Background: an optimization exercise with open tools, aiming at small area, a short achievable clock period and few clock cycles per item. Do not read the settings as production practice.
The RTL was checked by simulation tests, not by an equivalence proof against the original design.
Power and IR drop assume default switching activity.

[flow/run.sh]
#!/bin/bash
# synth_recipe.tcl (not shown) runs the flow's synth.tcl, then flattens the netlist and writes it again
# the make line also repeats each setting of config.mk as NAME=value (left out here)
make -C /OpenROAD-flow-scripts/flow DESIGN_CONFIG=/design/flow/config.mk WORK_HOME=/design/flow/orfs CLKGATE_MAP_FILE= SYNTH_SCRIPT=/design/flow/synth_recipe.tcl finish
[flow/config.mk]
export PLATFORM = sky130hd
export DESIGN_NAME = rv_core_top
export DESIGN_NICKNAME = rv_core_top
export VERILOG_FILES = /design/flow/design.v
export SDC_FILE = /design/flow/constraint.sdc
export NUM_CORES = 4
export LEC_CHECK = 0
export ABC_CLOCK_PERIOD_IN_PS = 3000
export CAP_MARGIN = 20
export CORE_MARGIN = 2
export CORE_UTILIZATION = 60
export SETUP_SLACK_MARGIN = 3.5
export SLEW_MARGIN = 20
export TNS_END_PERCENT = 0
[flow/constraint.sdc]
create_clock -name core_clock -period 6.5 [get_ports {clk_i}]
set_input_delay 1.3000 -clock core_clock [delete_from_list [all_inputs] [get_ports {clk_i}]]
set_output_delay 1.3000 -clock core_clock [all_outputs]
set_load 0.01 [all_outputs]
[flow/design.v]
package rv_core_pkg;
    localparam int XLEN       = 32;
    localparam int REG_ADDR_W = 5;
    localparam int IN_DEPTH    = 4;
    localparam int OUT_DEPTH   = 4;
    localparam int OUT_CREDITS = 2;
    localparam logic [6:0] OPC_OP     = 7'b0110011;
    localparam logic [6:0] OPC_OP_IMM = 7'b0010011;
    localparam logic [6:0] OPC_LUI    = 7'b0110111;
    typedef enum logic [3:0] {
        ALU_ADD    = 4'd0,
        ALU_SUB    = 4'd1,
        ALU_AND    = 4'd2,
        ALU_OR     = 4'd3,
        ALU_XOR    = 4'd4,
        ALU_SLL    = 4'd5,
        ALU_SRL    = 4'd6,
        ALU_SRA    = 4'd7,
        ALU_SLT    = 4'd8,
        ALU_SLTU   = 4'd9,
        ALU_PASS_B = 4'd10
    } alu_op_e;
    typedef logic [XLEN-1:0] insn_t;
    typedef struct packed {
        logic                  valid;
        logic                  illegal;
        logic [REG_ADDR_W-1:0] rd;
        logic                  we;
        logic [REG_ADDR_W-1:0] rs1;
        logic [REG_ADDR_W-1:0] rs2;
        logic [XLEN-1:0]       rs1_data;
        logic [XLEN-1:0]       rs2_data;
        logic [XLEN-1:0]       imm;
        logic                  opb_imm;
        logic                  lui;
        alu_op_e               alu_op;
    } dec_t;
    typedef struct packed {
        logic                  illegal;
        logic                  we;
        logic [REG_ADDR_W-1:0] rd;
        logic [XLEN-1:0]       data;
    } res_t;
    typedef struct packed {
        logic valid;
        res_t res;
    } exr_t;
endpackage
`timescale 1ns/1ps
module rv_core_top (
    input  logic               clk_i,
    input  logic               rst_ni,
    input  logic               insn_valid_i,
    input  rv_core_pkg::insn_t insn_i,
    output logic               insn_credit_o,
    output logic               res_valid_o,
    output rv_core_pkg::res_t  res_o,
    input  logic               res_credit_i
);
    localparam logic [1:0] C_OP  = 2'd0;
    localparam logic [1:0] C_IMM = 2'd1;
    localparam logic [1:0] C_LUI = 2'd2;
    localparam logic [1:0] C_ILL = 2'd3;
    logic        e_v;
    logic [31:0] alu;
    logic        o_v;
    logic [31:0] o_data;
    logic [4:0]  o_rd;
    logic        o_ill;
    logic        o_we;
    logic [1:0]  cred_q;
    logic [1:0]  cred_d;
    logic        send;         
    logic        o_free;
    logic        o_v_d;
    assign o_free        = ~o_v | send;
    assign res_valid_o   = send;
    assign insn_credit_o = send;
    assign res_o         = {o_ill, o_we, o_rd, o_data};
    assign cred_d        = cred_q + {1'b0, res_credit_i} - {1'b0, send};
    assign o_v_d         = o_free ? e_v : o_v;
    always_ff @(posedge clk_i or negedge rst_ni) begin
        if (!rst_ni) begin
            cred_q <= 2'd2;
            o_v    <= 1'b0;
            send   <= 1'b0;
        end else begin
            cred_q <= cred_d;
            o_v    <= o_v_d;
            send   <= o_v_d & (cred_d != 2'd0);
        end
    end
    logic        q0_v, q1_v, q2_v;
    logic [26:0] q0, q1, q2;       
    logic [1:0]  in_cls;
    logic [26:0] in_w;
    logic        disp;
    always_comb begin
        unique case (insn_i[6:0])
            rv_core_pkg::OPC_OP:     in_cls = C_OP;
            rv_core_pkg::OPC_OP_IMM: in_cls = C_IMM;
            rv_core_pkg::OPC_LUI:    in_cls = C_LUI;
            default:                 in_cls = C_ILL;
        endcase
    end
    assign in_w = {in_cls, insn_i[31:7]};
    assign disp = q0_v & ((cred_d != 2'd0) | ~(e_v | (o_v & ~send)));
    always_ff @(posedge clk_i or negedge rst_ni) begin
        if (!rst_ni) begin
            q0_v <= 1'b0;
            q1_v <= 1'b0;
            q2_v <= 1'b0;
        end else if (disp) begin
            q0_v <= q1_v | insn_valid_i;
            q1_v <= q2_v | (q1_v & insn_valid_i);
            q2_v <= q2_v & insn_valid_i;
        end else begin
            q0_v <= q0_v | insn_valid_i;
            q1_v <= q1_v | (q0_v & insn_valid_i);
            q2_v <= q2_v | (q1_v & insn_valid_i);
        end
    end
    always_ff @(posedge clk_i) begin
        if (disp) begin
            q0 <= q1_v ? q1 : in_w;
            q1 <= q2_v ? q2 : in_w;
            q2 <= in_w;
        end else begin
            if (!q0_v) q0 <= in_w;
            if (!q1_v) q1 <= in_w;
            if (!q2_v) q2 <= in_w;
        end
    end
    logic [31:0] regs [1:31];
    logic [31:1] wdec;
    logic        clr_q;
    logic [4:0]  e_rd;
    logic        e_wr;
    always_ff @(posedge clk_i or negedge rst_ni) begin
        if (!rst_ni) begin
            clr_q <= 1'b1;
        end else begin
            clr_q <= 1'b0;
        end
    end
    always_comb begin
        for (int i = 1; i < 32; i++) wdec[i] = clr_q | (e_v & e_wr & (e_rd == 5'(i)));
    end
    always_ff @(posedge clk_i) begin
        for (int i = 1; i < 32; i++) begin
            if (wdec[i]) regs[i] <= alu & {32{~clr_q}};
        end
    end
    logic [1:0]  r_cls;
    logic [2:0]  r_f3;
    logic        r_b30;
    logic [4:0]  r_rd, r_rs1, r_rs2;
    logic [31:0] r_imm;
    logic        r_arith;      
    logic        r_isop;
    logic [31:0] rf1, rf2;
    logic        hit1, hit2;
    logic        d_sub, d_slt, d_sltu, d_xor, d_or, d_and, d_sr, d_sra, d_sll, d_add, d_inv;
    logic [31:0] ea_d, eb_d;
    logic [31:0] ea, eb;
    logic [4:0]  e_sh;
    logic        e_cin, e_add, e_lt, e_slt, e_xor, e_or, e_and, e_sr, e_sll, e_fill;
    logic        e_ill;
    assign r_cls   = q0[26:25];
    assign r_f3    = q0[14-7:12-7];
    assign r_b30   = q0[30-7];
    assign r_rd    = q0[11-7:7-7];
    assign r_rs1   = q0[19-7:15-7];
    assign r_rs2   = q0[24-7:20-7];
    assign r_isop  = (r_cls == C_OP);
    assign r_arith = (r_cls == C_OP) | (r_cls == C_IMM);
    assign r_imm   = (r_cls == C_LUI) ? {q0[31-7:12-7], 12'b0} :
                     (r_cls == C_IMM) ? {{20{q0[31-7]}}, q0[31-7:20-7]} : 32'b0;
    always_comb begin
        rf1 = '0;
        rf2 = '0;
        for (int i = 1; i < 32; i++) begin
            if (r_rs1 == 5'(i)) rf1 = rf1 | regs[i];
            if (r_rs2 == 5'(i)) rf2 = rf2 | regs[i];
        end
    end
    assign hit1 = e_v & e_wr & (e_rd == r_rs1);
    assign hit2 = e_v & e_wr & (e_rd == r_rs2);
    always_comb begin
        d_sub  = 1'b0; d_slt = 1'b0; d_sltu = 1'b0; d_xor = 1'b0; d_or = 1'b0;
        d_and  = 1'b0; d_sr  = 1'b0; d_sra  = 1'b0; d_sll = 1'b0; d_add = 1'b0;
        if (r_arith) begin
            unique case (r_f3)
                3'b000: if (r_isop && r_b30) d_sub = 1'b1; else d_add = 1'b1;
                3'b001: d_sll  = 1'b1;
                3'b010: d_slt  = 1'b1;
                3'b011: d_sltu = 1'b1;
                3'b100: d_xor  = 1'b1;
                3'b101: begin d_sr = 1'b1; d_sra = r_b30; end
                3'b110: d_or   = 1'b1;
                default: d_and = 1'b1;
            endcase
        end else begin
            d_add = 1'b1;    
        end
    end
    assign d_inv = d_sub | d_slt | d_sltu;
    always_comb begin
        logic [31:0] av;
        logic [31:0] bv;
        av = hit1 ? alu : rf1;
        bv = r_isop ? (hit2 ? alu : rf2) : r_imm;
        if (!r_arith) av = '0;
        if (d_sll) begin
            for (int i = 0; i < 32; i++) ea_d[i] = av[31-i];
        end else begin
            ea_d = av;
        end
        eb_d = bv ^ {32{d_inv}};
    end
    always_ff @(posedge clk_i or negedge rst_ni) begin
        if (!rst_ni) begin
            e_v <= 1'b0;
        end else begin
            e_v <= disp;
        end
    end
    always_ff @(posedge clk_i) begin
        ea     <= ea_d;
        eb     <= eb_d;
        e_sh   <= (d_sll | d_sr) ? eb_d[4:0] : 5'd0;
        e_cin  <= d_inv;
        e_add  <= d_add | d_sub;
        e_lt   <= d_slt | d_sltu;
        e_slt  <= d_slt;
        e_xor  <= d_xor;
        e_or   <= d_or;
        e_and  <= d_and;
        e_sr   <= d_sr;
        e_sll  <= d_sll;
        e_fill <= d_sra;
        e_rd   <= r_rd;
        e_ill  <= (r_cls == C_ILL);
        e_wr   <= (r_cls != C_ILL) & (r_rd != 5'd0);
    end
    logic [32:0] sum;
    logic [31:0] shr;
    logic [31:0] shl;
    logic        lt;
    assign sum = {1'b0, ea} + {1'b0, eb} + {32'b0, e_cin};
    assign lt  = (e_slt && (ea[31] == eb[31])) ? ea[31] : ~sum[32];
    assign shr = 32'($signed({e_fill & ea[31], ea}) >>> e_sh);
    always_comb begin
        for (int i = 0; i < 32; i++) shl[i] = shr[31-i];
    end
    assign alu = ({32{e_add}} & sum[31:0])
               | {31'b0, e_lt & lt}
               | ({32{e_xor}} & (ea ^ eb))
               | ({32{e_or}}  & (ea | eb))
               | ({32{e_and}} & (ea & eb))
               | ({32{e_sr}}  & shr)
               | ({32{e_sll}} & shl);
    always_ff @(posedge clk_i) begin
        if (o_free) begin
            o_data <= alu;
            o_rd   <= e_rd;
            o_ill  <= e_ill;
            o_we   <= ~e_ill;
        end
    end
endmodule
==> impl_metrics.py, run 1 <==
metrics = {
    "yosys": {
        "yosysSeqAreaShare": 0.615,
        "synth-async-reset-ratio": 0.00746,
        "synth_top_area_frac": 0.562,
        "synth_cell_types": 89,
        "synth_top_cell_by_area": "edfxtp_1",
        "avgSynthCellArea_um2": 12.1,
        "synth_edf_count": 1058,
        "synthTopCellsByCount": "edfxtp_1, a22oi_1, nand2_1, clkbuf_1, nand3_1",
        "yosys-top-cells-area": "edfxtp_1, a22oi_1, dfxtp_1",
        "syn_nets": 4759,
        "netlist_area_mm2": 0.0565,
        "synth_cells": 4655,
        "yosys_warnings": 2,
        "synth_seq_cells": 1207,
        "ys.flop_type": "edfxtp_1",
        "synth.most_common_cell": "edfxtp_1",
    },
    "layout": {
        "drive_gt1_frac": 0.205,
        "area_growth_pct": 19.2,
        "n_fill_cell": 6412,
        "multi_input_area_mm2": 0.0220,
        "regArea_mm2": 0.0348,
        "nets": 4998,
    },
    "sta": {
        "tightest_slew_ps": 1270,
        "rsz0062_at_grt": "true",
        "slew_viol_final": 0,
        "fin_ws_ps": 2860,
        "hold_violations": 0,
        "slew_headroom": 0.152,
        "setup_viol": 0,
        "final.min_clock_period_ps": 3640,
        "tns_ps": 0,
        "fmax_mhz": 275,
        "period_share": 0.560,
        "finClkSkew_ps": 46.8,
    },
    "route": {
        "viasPerCell": 8.52,
        "routed-via-count": 53400,
        "drc": 0,
        "totalWireLength_mm": 287,
        "final_antenna_net_count": 0,
        "first_pass_iters": 14,
        "wl_per_cell_um": 45.8,
        "drt-initial-drc-count": 14200,
    },
    "global_route": {
        "overflow": 0,
        "use_met2": 0.759,
        "top_usage_layer": "met2",
        "use_met1": 0.653,
        "track_usage": 0.578,
        "grt_max_degree": 48,
        "grt_pass1_wl_mm": 385,
        "first_global_vias": 48300,
        "antenna_found_initial": 29,
        "grt_util_met3": 0.353,
    },
    "clock_tree": {
        "cts_buffers": 117,
        "clock_path_buffers": 3,
        "cts.clk_slew.worst_paths_ps": 70,
        "numClockSinks": 1207,
        "clock_latency_ps": 780,
        "cts_hold_buf": 0,
        "htree_levels": 3,
        "cts_root_buf": "clkbuf_16",
        "cts_tree": "yes",
    },
    "job": {
        "maxCapViolations": 0,
    },
    "hold_path": {
        "hold_path_end": "o_ill",
        "hp-class": "flop to flop",
        "min_path_cells": 0,
        "hold_start": "e_ill",
    },
    "place": {
        "dpl.hpwl_mm": 161,
        "dp_slack_ps": 1730,
        "io_buffer_count": 76,
        "gp_congestion": 1.05,
    },
    "pwr": {
        "vdd_drop_max_v": 0.000329,
        "power.leakage_nw": 24.7,
        "power_w": 0.0326,
        "power_density_mw_per_mm2": 484,
    },
    "setup_path": {
        "path_max_fanout": 25,
        "crit_type": "flop to flop",
        "reg2reg_to": "ea[2]",
        "crit_chain": "buf_4 -> nand2_2 -> nor2_4 -> buf_6 -> a22oi_1 -> nand4_1 -> nor2_1 -> nand3_1 -> o21ai_0 -> o22ai_1",
        "max_stage_delay_ps": 620,
        "critPathSlowestCell": "edfxtp_1",
        "r2r_slack_ps": 2860,
        "crit_required_ps": 7140,
        "endpoint_kind": "flop",
        "arrival_ps": 4280,
        "r2r_cells": 10,
        "worstReg2RegStart": "q0[11]",
        "cp-start-kind": "flop",
    },
    "die": {
        "fp.dieW_um": 311,
        "die_area_mm2": 0.0967,
        "die_y_um": 311,
        "core_area_mm2": 0.0933,
        "io_pins": 77,
        "start_util": 0.606,
        "row_count": 112,
    },
    "outcome": {
        "outcome": "finished clean",
    },
}
-- cell type report --
cell class	instances	share of cell area
multi-input cells	3014	0.327
well taps	1254	0.0233
inverters	100	0.00572
clock buffers	144	0.0472
flip-flops and latches	1207	0.517
clock inverters	75	0.0117
diodes	26	0.000965
repair buffers	454	0.0670
-- cells in the final DEF (no fill, tap or decap), drive strengths merged, types with 49 or more instances in the layout --
| cell | n |
|---|---|
| buf | 371 |
| nor4 | 58 |
| nor2 | 177 |
| a221oi | 55 |
| o21ai | 112 |
| nand3 | 201 |
| a21oi | 116 |
| nand2 | 481 |
| and3 | 92 |
| mux2 | 49 |
| and2 | 64 |
| edfxtp | 1058 |
| clkdlybuf4s50 | 75 |
| clkbuf | 145 |
| clkinv | 51 |
| inv | 101 |
| ha | 66 |
| nor3 | 70 |
| a22o | 65 |
| dfxtp | 140 |
| nand4 | 84 |
| a22oi | 748 |
-- critical path, delay by kind of cell, from the launching register on --
family | cells | cell delay [ps]
and+or+nand+nor | 5 | 1410
buffers and inverters | 2 | 760
AOI/OAI and AO/OA | 3 | 720
DFF | 1 | 620
-- sequential cells by signal, indices dropped and copies added (netlist names), 2 cells and up --
register  flops
ea           32
e_rd          5
q0           27
q2           27
cred_q        2
o_data       32
regs        992
eb           32
e_sh          5
q1           27
o_rd          5
-- routing by layer --
layer	wire length [µm]	part of all wire
met3	57400	0.20
met1	84200	0.29
met5	2280	0.0079
met4	35200	0.12
met2	108000	0.38
-- where the power goes --
part	internal (W)	total [W]	switching, W
logic	0.00370	0.0126	0.00892
registers	0.0113	0.0128	0.00157
clock network	0.00400	0.00713	0.00313
total	0.0190	0.0326	0.0136
-- metrics by stage --
step                instance area [µm²]  hold slack, ps   util  instances
floorplan                         56600             349      -       4655
global placement                  59400             419  0.637       5811
detailed placement                59400             405  0.637       5811
CTS                               66300             436  0.710       6192
global route                      67400             444  0.722       6262
finish                            67400             435  0.722       6274
-- how the worst max path moves through the flow --
stage | end | startpoint | slack, ps | cells after the start
final | ea[2] | q0[11] | 2860 | 10
after global routing | eb[24] | q0[17] | 3100 | 13
after CTS | regs[1][7] | ea[2] | 3230 | 10
after detailed placement | regs[26][30] | ea[5] | 1730 | 10
after global placement | eb[10] | q0[14] | 1710 | 9
after floorplan | regs[23][0] | e_rd[4] | 2760 | 3
-- timing repair --
action	CTS	global route
setup buffers	143	53
resized for setup	353	137
endpoints found under the setup margin	1474	2158
pin swaps	56	39
cloned	19	2
-- kinds of logic (layout without fill, tap and decap cells) --
logic type      count (synthesis)  after routing  share of synthesized area
buf+inv                       449            773                     0.0312
simple gates                 1313           1327                      0.112
mux                           115            115                     0.0298
other cells                     1             27                  0.0000663
xor+xnor                       47             47                    0.00755
flops                        1207           1207                      0.615
compound gates               1455           1456                      0.189
fa+ha+maj                      68             68                     0.0153
Testbench counts, summed over its fixed seeds: cycles 24,024, items 24,000.
==> run 2: changes to the inputs <==
--- a/flow/design.v
+++ b/flow/design.v
@@ -94,2 +94,4 @@
     logic [26:0] q0, q1, q2;       
+    logic [26:0] q0_d;
+    logic [31:1] q0_s1, q0_s2;     
     logic [1:0]  in_cls;
@@ -106,3 +108,3 @@
     assign in_w = {in_cls, insn_i[31:7]};
-    assign disp = q0_v & ((cred_d != 2'd0) | ~(e_v | (o_v & ~send)));
+    assign disp = q0_v & ~r_wait & (cred_q[1] | (cred_q[0] & ~send) | ~(e_v | (o_v & ~send)));
     always_ff @(posedge clk_i or negedge rst_ni) begin
@@ -122,2 +124,11 @@
     end
+    assign q0_d = (disp && q1_v) ? q1 : in_w;
+    always_ff @(posedge clk_i) begin
+        if (disp || !q0_v) begin
+            for (int i = 1; i < 32; i++) begin
+                q0_s1[i] <= (q0_d[19-7:15-7] == 5'(i));
+                q0_s2[i] <= (q0_d[24-7:20-7] == 5'(i));
+            end
+        end
+    end
     always_ff @(posedge clk_i) begin
@@ -138,11 +149,23 @@
     logic        e_wr;
+    logic        w_v;
+    logic        w_wr;
+    logic [4:0]  w_rd;
+    logic [31:0] w_data;
     always_ff @(posedge clk_i or negedge rst_ni) begin
         if (!rst_ni) begin
-            clr_q <= 1'b1;
-        end else begin
-            clr_q <= 1'b0;
+            clr_q  <= 1'b1;
+            w_v    <= 1'b0;
+            w_data <= '0;
+        end else begin
+            clr_q  <= 1'b0;
+            w_v    <= e_v;
+            w_data <= alu;
         end
     end
+    always_ff @(posedge clk_i) begin
+        w_wr <= e_wr;
+        w_rd <= e_rd;
+    end
     always_comb begin
-        for (int i = 1; i < 32; i++) wdec[i] = clr_q | (e_v & e_wr & (e_rd == 5'(i)));
+        for (int i = 1; i < 32; i++) wdec[i] = clr_q | (w_v & w_wr & (w_rd == 5'(i)));
     end
@@ -150,3 +173,3 @@
         for (int i = 1; i < 32; i++) begin
-            if (wdec[i]) regs[i] <= alu & {32{~clr_q}};
+            if (wdec[i]) regs[i] <= w_data;
         end
@@ -161,3 +184,7 @@
     logic [31:0] rf1, rf2;
-    logic        hit1, hit2;
+    logic        hit1, hit2;       
+    logic        hitw1, hitw2;     
+    logic [31:0] old1, old2;
+    logic        r_wait;
+    logic [4:0]  sh_d;
     logic        d_sub, d_slt, d_sltu, d_xor, d_or, d_and, d_sr, d_sra, d_sll, d_add, d_inv;
@@ -165,2 +192,3 @@
     logic [31:0] ea, eb;
+    logic [31:0] ebn;          
     logic [4:0]  e_sh;
@@ -182,8 +210,12 @@
         for (int i = 1; i < 32; i++) begin
-            if (r_rs1 == 5'(i)) rf1 = rf1 | regs[i];
-            if (r_rs2 == 5'(i)) rf2 = rf2 | regs[i];
+            if (q0_s1[i]) rf1 = rf1 | regs[i];
+            if (q0_s2[i]) rf2 = rf2 | regs[i];
         end
     end
-    assign hit1 = e_v & e_wr & (e_rd == r_rs1);
-    assign hit2 = e_v & e_wr & (e_rd == r_rs2);
+    assign hit1  = e_v & e_wr & (e_rd == r_rs1);
+    assign hit2  = e_v & e_wr & (e_rd == r_rs2);
+    assign hitw1 = w_v & w_wr & (w_rd == r_rs1);
+    assign hitw2 = w_v & w_wr & (w_rd == r_rs2);
+    assign old1  = hitw1 ? w_data : rf1;
+    assign old2  = hitw2 ? w_data : rf2;
     always_comb begin
@@ -208,14 +240,12 @@
     always_comb begin
-        logic [31:0] av;
-        logic [31:0] bv;
-        av = hit1 ? alu : rf1;
-        bv = r_isop ? (hit2 ? alu : rf2) : r_imm;
-        if (!r_arith) av = '0;
-        if (d_sll) begin
-            for (int i = 0; i < 32; i++) ea_d[i] = av[31-i];
-        end else begin
-            ea_d = av;
-        end
-        eb_d = bv ^ {32{d_inv}};
+        logic [31:0] a_rf;
+        logic [31:0] b_rf;
+        for (int i = 0; i < 32; i++) a_rf[i] = d_sll ? old1[31-i] : old1[i];
+        if (!r_arith) a_rf = '0;
+        b_rf = (r_isop ? old2 : r_imm) ^ {32{d_inv}};
+        ea_d = (hit1 && r_arith) ? alu : a_rf;
+        eb_d = (hit2 && r_isop)  ? alu : b_rf;
+        sh_d = (hit2 && r_isop && (d_sll || d_sr)) ? alu[4:0] : (b_rf[4:0] & {5{d_sll | d_sr}});
     end
+    assign r_wait = (hit1 & d_sll) | (hit2 & r_isop & d_inv);
     always_ff @(posedge clk_i or negedge rst_ni) begin
@@ -227,2 +257,21 @@
     end
+    always_ff @(posedge clk_i or negedge rst_ni) begin
+        if (!rst_ni) begin
+            e_add  <= 1'b0;
+            e_lt   <= 1'b0;
+            e_xor  <= 1'b0;
+            e_or   <= 1'b0;
+            e_and  <= 1'b0;
+            e_sr   <= 1'b0;
+            e_sll  <= 1'b0;
+        end else begin
+            e_add  <= d_add | d_sub;
+            e_lt   <= d_slt | d_sltu;
+            e_xor  <= d_xor;
+            e_or   <= d_or;
+            e_and  <= d_and;
+            e_sr   <= d_sr;
+            e_sll  <= d_sll;
+        end
+    end
     always_ff @(posedge clk_i) begin
@@ -230,12 +279,6 @@
         eb     <= eb_d;
-        e_sh   <= (d_sll | d_sr) ? eb_d[4:0] : 5'd0;
+        ebn    <= ~eb_d;
+        e_sh   <= sh_d;
         e_cin  <= d_inv;
-        e_add  <= d_add | d_sub;
-        e_lt   <= d_slt | d_sltu;
         e_slt  <= d_slt;
-        e_xor  <= d_xor;
-        e_or   <= d_or;
-        e_and  <= d_and;
-        e_sr   <= d_sr;
-        e_sll  <= d_sll;
         e_fill <= d_sra;
@@ -249,3 +292,28 @@
     logic        lt;
-    assign sum = {1'b0, ea} + {1'b0, eb} + {32'b0, e_cin};
+    logic [31:0] pg_g, pg_t, pg_p;
+    logic [31:0] cg;
+    assign pg_g = ea & eb;
+    assign pg_t = ea | eb;
+    assign pg_p = ~(ea ^ ebn);
+    always_comb begin
+        logic [31:0] gg, tt;
+        gg = pg_g;
+        tt = pg_t;
+        gg[0] = pg_g[0] | (pg_t[0] & e_cin);
+        for (int k = 1; k < 32; k = k * 2) begin
+            logic [31:0] g2, t2;
+            g2 = gg;
+            t2 = tt;
+            for (int i = k; i < 32; i++) begin
+                g2[i] = gg[i] | (tt[i] & gg[i-k]);
+                t2[i] = tt[i] & tt[i-k];
+            end
+            gg = g2;
+            tt = t2;
+        end
+        cg = gg;               
+    end
+    assign sum[0]    = pg_p[0] ^ e_cin;
+    assign sum[31:1] = pg_p[31:1] ^ cg[30:0];
+    assign sum[32]   = cg[31];
     assign lt  = (e_slt && (ea[31] == eb[31])) ? ea[31] : ~sum[32];
@@ -257,5 +325,5 @@
                | {31'b0, e_lt & lt}
-               | ({32{e_xor}} & (ea ^ eb))
-               | ({32{e_or}}  & (ea | eb))
-               | ({32{e_and}} & (ea & eb))
+               | ({32{e_xor}} & pg_p)
+               | ({32{e_or}}  & pg_t)
+               | ({32{e_and}} & pg_g)
                | ({32{e_sr}}  & shr)
--- a/flow/config.mk
+++ b/flow/config.mk
@@ -11,3 +11,3 @@
 export CORE_UTILIZATION = 60
-export SETUP_SLACK_MARGIN = 3.5
+export SETUP_SLACK_MARGIN = 3.8
 export SLEW_MARGIN = 20
==> impl_metrics.py, run 2 <==
metrics = {
    "setup_path": {
        "crit_required_ps": 7150,
        "r2r_cells": 10,
        "crit_chain": "buf_4 -> buf_4 -> buf_4 -> a222oi_1 -> nand4_1 -> o311ai_1 -> a21oi_1 -> xnor2_1 -> nor2_1 -> a21o_1",
        "arrival_ps": 3890,
        "reg2reg_to": "ebn[8]",
        "r2r_slack_ps": 3260,
        "crit_top_cell": "buf_4",
        "cp-start-kind": "flop",
        "max_stage_delay_ps": 610,
        "critPathTopFamily": "compound AO/OA/AOI/OAI gates",
        "path_max_fanout": 10,
        "critPathSlowestCell": "o311ai_1",
        "crit_buf_inv": 3,
        "crit_type": "flop to flop",
        "worstReg2RegStart": "q0_s2[4]",
        "path_depth": 10,
        "endpoint_kind": "flop",
    },
    "layout": {
        "area_growth_pct": 16.0,
        "nets": 4785,
        "layout_common_cells": "edfxtp_1, a22o_1, a221oi_1, a22oi_1, nor2_1",
        "stdcell_area_mm2": 0.0699,
        "drive_gt1_frac": 0.178,
        "regMostFlops": "regs",
        "largest_reg_flops": 992,
        "final_common_cell": "edfxtp_1",
    },
    "sta": {
        "fmax_mhz": 309,
        "tns_ps": 0,
        "hold_violations": 0,
        "slew_viol_final": 0,
        "rsz0062_at_grt": "true",
        "final.min_clock_period_ps": 3240,
        "tightest_slew_ps": 1280,
        "setup_viol": 0,
        "finClkSkew_ps": 28.5,
        "slew_headroom": 0.149,
        "period_share": 0.498,
    },
    "yosys": {
        "synth_seq_cells": 1340,
        "yosys-top-cells-area": "edfxtp_1, dfxtp_1, a22o_1",
        "avgSynthCellArea_um2": 13.1,
        "yosysSeqAreaShare": 0.635,
        "synth.most_common_cell": "edfxtp_1",
        "synth_cells": 4583,
        "synth_top_area_frac": 0.558,
        "synth_top_cell_by_area": "edfxtp_1",
        "synth-async-reset-ratio": 0.0366,
        "netlist_area_mm2": 0.0603,
        "synth_cell_types": 93,
        "ys.flop_type": "edfxtp_1",
        "yosys_warnings": 2,
        "synth_edf_count": 1120,
        "synthTopCellsByCount": "edfxtp_1, a22o_1, a221oi_1, a22oi_1, clkbuf_1",
        "syn_nets": 4624,
    },
    "die": {
        "io_pins": 77,
        "die_y_um": 321,
        "die_area_mm2": 0.103,
        "start_util": 0.603,
        "fp.dieW_um": 321,
        "core_area_mm2": 0.0999,
        "row_count": 116,
    },
    "clock_tree": {
        "cts_buffers": 137,
        "cts_hold_buf": 0,
        "cts.clk_slew.worst_paths_ps": 60,
        "htree_levels": 4,
        "clock_latency_ps": 780,
        "cts_tree": "yes",
        "cts_root_buf": "clkbuf_16",
        "clock_path_buffers": 3,
        "numClockSinks": 1340,
    },
    "pwr": {
        "vdd_drop_max_v": 0.000654,
        "power.leakage_nw": 24.9,
        "power_density_mw_per_mm2": 592,
    },
    "global_route": {
        "track_usage": 0.535,
        "grt_max_degree": 65,
        "overflow": 0,
        "grt_pass1_wl_mm": 377,
        "first_global_vias": 48000,
        "antenna_found_initial": 14,
    },
    "place": {
        "io_buffer_count": 76,
        "place_area_mm2": 0.0631,
        "dpl.hpwl_mm": 159,
        "gp_congestion": 1.05,
    },
    "outcome": {
        "outcome": "finished clean",
    },
    "route": {
        "drt-initial-drc-count": 13500,
        "totalWireLength_mm": 282,
        "routed-via-count": 52700,
        "first_pass_iters": 11,
        "drc": 0,
        "wl_per_cell_um": 45.7,
        "viasPerCell": 8.54,
        "final_antenna_net_count": 0,
    },
    "hold_path": {
        "min_path_cells": 0,
        "hold_start": "q0[3]",
        "hold_path_end": "e_rd[3]",
        "hp-class": "flop to flop",
    },
    "job": {
        "maxCapViolations": 0,
    },
}
==> run 2: final cells by class <==
cell class,instances,area (µm²)
diodes,12,30.0
clock buffers,177,3630
clock inverters,75,761
fillers,7025,30000
inverters,81,334
multi-input cells,2799,21500
flip-flops and latches,1340,38300
well taps,1298,1620
repair buffers,383,3670
repair inverters,2,10.0
==> run 2: where the power goes <==
group / internal [W] / switching (W)
Sequential: 0.0132 / 0.00296
Combinational: 0.00552 / 0.0117
Clock: 0.00442 / 0.00350
Total: 0.0232 / 0.0182
==> run 2: what timing repair did <==
action	CTS	global route
gates resized for setup	66	269
setup endpoints to repair	699	763
pin swaps	4	50
cloned	1	8
buffers inserted	21	68
==> run 2: cells by family after synthesis <==
group / synth area share
AO/OA/AOI/OAI: 0.208
XOR/XNOR: 0.0141
adder cells (fa/ha/maj): 0.00255
buffers and inverters: 0.0297
flip-flops: 0.635
multiplexers: 0.0379
other: 0.0000622
AND/OR/NAND/NOR: 0.0724
==> run 2: per-stage QoR <==
step / hold slack (ps) / power, W / utilization / worst slack, ps / std cells
global placement: 365 / 0.0303 / 0.631 / 2200 / 5802
detailed placement: 362 / 0.0305 / 0.632 / 2050 / 5804
finish: 378 / 0.0414 / 0.700 / 3260 / 6167
global route: 391 / 0.0415 / 0.700 / 3210 / 6156
floorplan: 349 / 0.0231 / - / 2950 / 4583
CTS: 376 / 0.0385 / 0.681 / 3160 / 6078
==> run 2: layer usage <==
layer / routed length [µm] / vias to the layer above / global-route usage
met4: 26600 / 24 / 0.357
met1: 89600 / 25000 / 0.673
met2: 108000 / 6536 / 0.698
met3: 57600 / 1891 / 0.299
met5: 347 / - / 0.0123
li1: - / 19200 / -
==> run 2: worst max-delay path by stage <==
stage | endpoint | slack [ps] | from
floorplan | regs[12][0] | 2950 | w_rd[0]
finish | ebn[8] | 3260 | q0_s2[4]
CTS | eb[24] | 3160 | e_sh[2]
global placement | q0_s1[31] | 2200 | q0[26]
global route | ebn[20] | 3210 | q0_s2[4]
detailed placement | q0_s1[7] | 2050 | q0[26]
Testbench counts of run 2, summed over its fixed seeds: cycles 24,363, items 24,000.
==> run 3: changes to the inputs <==
--- a/flow/design.v
+++ b/flow/design.v
@@ -186,2 +186,3 @@
     logic        hitw1, hitw2;     
+    logic        hit1_d, hit2_d, hitw1_d, hitw2_d;
     logic [31:0] old1, old2;
@@ -214,6 +215,21 @@
     end
-    assign hit1  = e_v & e_wr & (e_rd == r_rs1);
-    assign hit2  = e_v & e_wr & (e_rd == r_rs2);
-    assign hitw1 = w_v & w_wr & (w_rd == r_rs1);
-    assign hitw2 = w_v & w_wr & (w_rd == r_rs2);
+    always_comb begin
+        logic       ld;
+        logic [4:0] n1, n2;
+        logic       r_wr;
+        ld   = disp | ~q0_v;
+        n1   = ld ? q0_d[19-7:15-7] : r_rs1;
+        n2   = ld ? q0_d[24-7:20-7] : r_rs2;
+        r_wr = (r_cls != C_ILL) & (r_rd != 5'd0);
+        hit1_d  = disp & r_wr & (r_rd == n1);
+        hit2_d  = disp & r_wr & (r_rd == n2);
+        hitw1_d = e_v & e_wr & (e_rd == n1);
+        hitw2_d = e_v & e_wr & (e_rd == n2);
+    end
+    always_ff @(posedge clk_i) begin
+        hit1  <= hit1_d;
+        hit2  <= hit2_d;
+        hitw1 <= hitw1_d;
+        hitw2 <= hitw2_d;
+    end
     assign old1  = hitw1 ? w_data : rf1;
==> impl_metrics.py, run 3 <==
metrics = {
    "yosys": {
        "synth_top_cell_by_area": "edfxtp_1",
        "ys.flop_type": "edfxtp_1",
        "synth_seq_cells": 1344,
        "yosys-top-cells-area": "edfxtp_1, a22oi_1, dfxtp_1",
        "yosysSeqAreaShare": 0.641,
        "synth_cell_types": 82,
        "synth.most_common_cell": "edfxtp_1",
        "synth_edf_count": 1120,
        "synth_top_area_frac": 0.562,
        "synth_cells": 4601,
        "avgSynthCellArea_um2": 13.0,
        "yosys_warnings": 2,
        "synthTopCellsByCount": "edfxtp_1, a22oi_1, clkbuf_1, a221oi_1, a22o_1",
        "netlist_area_mm2": 0.0599,
        "synth-async-reset-ratio": 0.0365,
        "syn_nets": 4642,
    },
    "clock_tree": {
        "cts.clk_slew.worst_paths_ps": 60,
        "cts_buffers": 137,
        "numClockSinks": 1344,
        "htree_levels": 4,
        "clock_latency_ps": 790,
        "clock_path_buffers": 3,
        "cts_tree": "yes",
        "cts_root_buf": "clkbuf_16",
    },
    "setup_path": {
        "crit_required_ps": 7200,
        "arrival_ps": 4000,
        "r2r_slack_ps": 3200,
        "endpoint_kind": "flop",
        "path_max_fanout": 22,
        "cp-start-kind": "flop",
        "crit_type": "flop to flop",
    },
    "outcome": {
        "outcome": "finished clean",
    },
    "die": {
        "fp.dieW_um": 320,
        "io_pins": 77,
        "die_area_mm2": 0.102,
        "start_util": 0.607,
        "die_y_um": 320,
        "core_area_mm2": 0.0986,
        "row_count": 115,
    },
    "place": {
        "gp_congestion": 1.00,
        "dpl.hpwl_mm": 156,
        "place_area_mm2": 0.0628,
        "io_buffer_count": 76,
    },
    "global_route": {
        "overflow": 0,
        "track_usage": 0.525,
        "antenna_found_initial": 14,
        "grt_max_degree": 84,
        "first_global_vias": 47600,
        "grt_pass1_wl_mm": 370,
    },
    "pwr": {
        "power_density_mw_per_mm2": 546,
        "power.leakage_nw": 24.2,
        "vdd_drop_max_v": 0.000413,
    },
    "layout": {
        "layout_common_cells": "edfxtp_1, a22oi_1, a221oi_1, a22o_1, nor2_1",
        "regMostFlops": "regs",
        "drive_gt1_frac": 0.169,
        "largest_reg_flops": 992,
        "final_common_cell": "edfxtp_1",
        "utilization": 0.702,
        "area_growth_pct": 15.5,
        "nets": 4775,
        "stdcell_area_mm2": 0.0691,
    },
    "route": {
        "totalWireLength_mm": 276,
        "first_pass_iters": 12,
        "final_antenna_net_count": 0,
        "drc": 0,
        "drt-initial-drc-count": 14300,
        "viasPerCell": 8.51,
        "routed-via-count": 52300,
        "wl_per_cell_um": 45.0,
    },
    "hold_path": {
        "hp-class": "flop to flop",
    },
    "sta": {
        "tightest_slew_ps": 1310,
        "final.min_clock_period_ps": 3300,
        "rsz0062_at_grt": "true",
        "setup_viol": 0,
        "slew_viol_final": 0,
        "period_share": 0.508,
        "slew_headroom": 0.127,
        "finClkSkew_ps": 42.0,
        "tns_ps": 0,
        "fmax_mhz": 303,
        "hold_violations": 0,
    },
    "job": {
        "maxCapViolations": 0,
    },
}
## run 3: changes by cell type after synthesis, sizes merged, moves of 58 or more
cell,change
a221oi,-58
a222oi,-67
a22o,-74
a22oi,+201
nand2,-72
nand3,+61
## run 3: per-stage QoR
stage	power, W	hold slack, ps	cells	setup WS, ps
6_report	0.0378	375	6147	3200
5_1_grt	0.0379	382	6138	3350
4_1_cts	0.0355	375	6083	3210
3_5_place_dp	0.0275	365	5813	2740
3_3_place_gp	0.0274	375	5813	2340
2_1_floorplan	0.0210	331	4601	2920
## run 3: path summary, 6_finish.rpt
path,start,to,depth (start not counted)
setup / recovery,q0_s1[21],ea[17],10
min in group asynchronous,rst_ni,w_data[13],1
hold / removal,e_wr,w_wr,0
max in group asynchronous,rst_ni,e_or,1
setup reg to reg,q0_s1[21],ea[17],10
hold reg to reg,e_wr,w_wr,0
## run 3: logic make-up (layout without fill, tap and decap cells)
kind of cell	Yosys count	after routing	share of synthesized area
and+or+nand+nor	850	851	0.0689
muxes	152	152	0.0345
other	1	13	0.0000627
buffers and inverters	467	713	0.0301
DFF	1344	1344	0.641
AOI/OAI and AO/OA	1666	1666	0.207
adders and majority gates	12	12	0.00224
xor gates and xnor gates	109	109	0.0159
## run 3: final cells by class
type	count	area, µm²
antenna	12	30.0
clock buffer	191	3890
sequential	1344	38400
tap	1287	1610
inverter	118	454
multi-input combinational	2791	21000
timing repair buffer	339	3130
clock inverter	62	557
timing repair inverter	3	17.5
fill	6874	29400
## run 3: worst max-delay path, cell delays in order, from the launching register on
cell,delay [ps]
edfxtp_1,320
buf_4,330
buf_4,640
a22o_1,240
a221oi_1,50
nand4_1,120
nor3_2,80
a21oi_1,840
mux2_2,300
o21ai_0,100
a21oi_1,150
## run 3: per-layer routing
| layer | global-route usage | part of all wire |
|---|---|---|
| met1 | 0.670 | 0.32 |
| met2 | 0.685 | 0.38 |
| met3 | 0.271 | 0.20 |
| met4 | 0.363 | 0.097 |
| met5 | 0.0147 | 0.0017 |
## run 3: what timing repair did
item / CTS / global route
pin swaps: 2 / 32
setup endpoints to repair: 547 / 606
hold buffers: 0 / 0
resized for setup: 61 / 228
buffers inserted: 15 / 46
gates cloned: 2 / 5
## run 3: report_power, final
part	switching [W]	total, W	leakage [nW]	internal [W]
Sequential	0.00258	0.0152	13.5	0.0127
Clock	0.00344	0.00797	2.16	0.00452
Combinational	0.0101	0.0146	8.55	0.00442
Total	0.0162	0.0378	24.2	0.0216
Testbench counts of run 3, summed over its fixed seeds: cycles 24,363, items 24,000.

[re-timing with driven ports]
The results above use ideal ports. As a check the final layouts listed here were re-extracted and re-timed, cells and wires unchanged. Step 1, drivers: a clkbuf_16 drives clk_i and a buf_2 each remaining input, both assumed. Step 2 moves the port delays by t, midway between the first and last clock arrival at a register: inputs arrive t later, outputs are due t later. That takes back most of the time a late clock gives input paths. a / b / c = ideal / step 1 / step 2; a / b = the first two.
run | t (ns) | slack for setup (ns) | clock arrival spread, ns
run 1 | 0.827 | 2.859 / 2.859 / 2.616 | 0.047 / 0.047
run 2 | 0.849 | 3.261 / 3.261 / 3.261 | 0.030 / 0.029
run 3 | 0.846 | 3.200 / 3.200 / 3.200 | 0.045 / 0.046
After both steps setup and hold are still met in every run listed. The setup slack of run 1, which loses most, moves by 0.000 ns with the drivers and by -0.243 ns with both steps.
